Context: an optimization exercise on an open-source flow, tuned for small area. The choices shown serve that exercise and are no tape-out recipe.
In this exercise RTL edits were held to simulation tests only and were not proved equivalent to the original.
Power is estimated from default activity; no workload was simulated.

Design tank_game_top, start of the top module:
module tank_game_top
#(
    parameter int TICK_CYCLES = 200
) (
    input  wire         clk_100mhz,
    input  wire         rst,
    input  wire         press,
    input  wire         move_btn,
    input  wire         shoot_btn,
    input  wire [1:0]   dir_in,
    input  wire         spawn_valid,
    input  wire [9:0]   spawn_x,
    input  wire [9:0]   spawn_y,
    output logic        running,
    output logic [9:0]  player_x,
    output logic [9:0]  player_y,
    output logic [1:0]  player_dir,
    output logic [$clog2(8 + 1) - 1:0] bullet_count,
    output logic [$clog2(4 + 1) - 1:0] target_count,
    output logic [4*4 - 1:0]          score
);
export LEC_CHECK = 0
export CAP_MARGIN = 20
export CORE_MARGIN = 2
export CORE_UTILIZATION = 60
export SLEW_MARGIN = 20
create_clock -name core_clock -period 10.0 [get_ports {clk_100mhz}]
standard.sh (not shown) runs the stock make flow with config.mk's settings and CLKGATE_MAP_FILE= SYNTH_SCRIPT=/design/flow/synth_recipe.tcl, a recipe that flattens the netlist after the stock synthesis.
==> flow/flow/run.sh <==
#!/bin/bash
# Layout flow: the standard flow, except that
#  - synthesis maps the logic between the flip-flops with an area-oriented
#    ABC script (flow/area.abc) instead of ORFS's delay-oriented one, and
#    leaves adders to ABC (no full/half-adder cell extraction). Flip-flop
#    mapping and names, flattening and renaming are the standard
#    synthesis's, so the registers are the standard synthesis's;
#  - the clock tree is built with the options in flow/cts_args.
set -euo pipefail
work=$(pwd)

# ORFS scripts with only the ABC script replaced
rm -rf "$work/scripts_area"
cp -r "$FLOW_HOME/scripts" "$work/scripts_area"
cp "$work/flow/area.abc" "$work/scripts_area/abc_speed.script"

# synthesis: standard.sh's make command with the copied scripts
sed 's|^make -C |make SCRIPTS_DIR='"$work"'/scripts_area ADDER_MAP_FILE= -C |' standard.sh > standard_area.sh
grep -q "SCRIPTS_DIR=$work/scripts_area" standard_area.sh
bash standard_area.sh synth > synth.log 2>&1

# the rest of the standard layout, with the clock tree options in flow/cts_args
export CTS_ARGS="$(cat "$work/flow/cts_args")"
bash standard.sh finish > layout.log 2>&1
==> flow/flow/area.abc <==
strash
dch
map -a
mfs2
strash
dch
map -a
mfs2
strash
dch
map -a
topo
stime -c
==> flow/flow/cts_args <==
-sink_clustering_enable -repair_clock_nets -sink_clustering_size 18 -sink_clustering_max_diameter 80 -buf_list sky130_fd_sc_hd__clkbuf_8 -root_buf sky130_fd_sc_hd__clkbuf_8 -tree_buf sky130_fd_sc_hd__clkbuf_8 -dont_use_dummy_load
Next try:
--- a/flow/design.v
+++ b/flow/design.v
@@ -74,55 +74,44 @@
     function automatic logic [7:0] inc8(input logic [7:0] a);
         logic c;
         c = 1'b1;
         for (int i = 0; i < 8; i++) begin
             inc8[i] = a[i] ^ c;
             c = c & a[i];
         end
     endfunction
-    logic [1:0] btn_s0, btn_s1, btn_s2, btn_edge;
+    logic [2:0] btn_s0, btn_s1, btn_s2, btn_edge;
     logic [1:0] dir_s0, dir_s1;
     always_ff @(posedge clk_100mhz) begin
         if (rst) begin
             btn_s0   <= '0;
             btn_s1   <= '0;
             btn_s2   <= '0;
             btn_edge <= '0;
             dir_s0   <= 2'd1;
             dir_s1   <= 2'd1;
         end else begin
-            btn_s0   <= {shoot_btn, move_btn};
+            btn_s0   <= {shoot_btn, move_btn, press};
             btn_s1   <= btn_s0;
             btn_s2   <= btn_s1;
             btn_edge <= btn_s1 & ~btn_s2;
             dir_s0   <= dir_in;
             dir_s1   <= dir_s0;
         end
     end
     logic [7:0] ph;
-    logic [7:4] ph_hi;
-    logic [3:0] ph_lo;
-    logic [7:0] ph_inc;
     logic       ph_end;
     logic       first;
     logic       block;
     logic       step;
-    assign ph     = running ? {ph_hi, ph_lo} : 8'd0;
-    assign ph_inc = inc8(ph);
     assign ph_end = ph[7] & ph[6] & ph[2] & ph[1] & ph[0];
     always_ff @(posedge clk_100mhz) begin
-        if (rst || !running || ph_end) ph_hi <= '0;
-        else                           ph_hi <= ph_inc[7:4];
-        if (rst || ph_end || (!running && ph_lo[3]))
-            ph_lo <= '0;
-        else if (running)
-            ph_lo <= ph_inc[3:0];
-        else
-            ph_lo <= {ph_lo[1] & ~ph_lo[2], ph_lo[1], ph_lo[0], press};
+        if (rst || !running || ph_end) ph <= '0;
+        else                           ph <= inc8(ph);
         if (rst || !running) first <= 1'b1;
         else if (ph_end)     first <= 1'b0;
     end
     assign block = !first && ph[7:3] == 5'd0;
     assign step  = !first && ph[7:4] == 4'd0 && (ph[3] ? ph[2:0] == 3'd0 : ph[2:0] != 3'd0);
     logic [5:0] px, py;
     logic [1:0] pdir;
     logic [5:0] mm, mf;
@@ -148,24 +137,24 @@
     always_ff @(posedge clk_100mhz) begin
         if (rst) begin
             running <= 1'b0;
             px      <= '0;
             py      <= '0;
             pdir    <= 2'd1;
             wr_req  <= 1'b0;
         end else begin
-            if (ph_lo[3]) running <= 1'b1;
-            if (running && btn_edge[0]) begin
+            if (btn_edge[0]) running <= 1'b1;
+            if (running && btn_edge[1]) begin
                 pdir <= dir_s1;
                 px <= step6c(px, ~dir_s1[0], !dir_s1[1] && px != (dir_s1[0] ? 6'd57 : 6'd0));
                 py <= step6c(py, ~dir_s1[0],  dir_s1[1] && py != (dir_s1[0] ? 6'd42 : 6'd0));
             end
             if (wr_gnt) wr_req <= 1'b0;
-            else if (running && btn_edge[1] && !(&valid) && mok) wr_req <= 1'b1;
+            else if (running && btn_edge[2] && !(&valid) && mok) wr_req <= 1'b1;
         end
     end
     always_ff @(posedge clk_100mhz) begin
         if (!wr_req) begin
             wr_m   <= mm;
             wr_f   <= mf;
             wr_dir <= pdir;
         end
Worst setup slack improves by 0.94 ns; total power rose by about 8%; via count went up by 3.6%; final area came out higher by 1.6%; non-clock buffer count increases by 1; clock power increases by about 0.9%; area after synthesis is higher by about 1.7%; wire length increases by 4.8%.

==> separate check: timing with driven ports <==
In the flow no input, the clock included, has a driving cell. The finished layouts below were timed again as built, in two steps.
Step 1 (the two cells are an assumption about what drives the block):
set clk [get_ports {clk_100mhz}]
set_driving_cell -lib_cell sky130_fd_sc_hd__clkbuf_16 $clk
set_driving_cell -lib_cell sky130_fd_sc_hd__buf_2 [delete_from_list [all_inputs] $clk]
Step 2 times the ports against the registers' clock, not the clock port: input delays grow and output delays shrink by t, the midpoint of the rising clock arrivals with the driver on.
Slacks: ideal ports / drivers / drivers and shift; pairs: ideal ports / drivers.
| run | t (ns) | setup WS [ns] | hold WS [ns] | worst setup path after step 2 | clock arrival spread, ns |
|---|---|---|---|---|---|
| the first run | 0.519 | 3.920 / 3.920 / 3.920 | 0.331 / 0.331 / 0.331 | register to register | 0.057 / 0.058 |
| the second run | 0.545 | 4.861 / 4.819 / 4.902 | 0.329 / 0.329 / 0.329 | register to register | 0.032 / 0.032 |
After both steps every run listed still meets setup and hold.
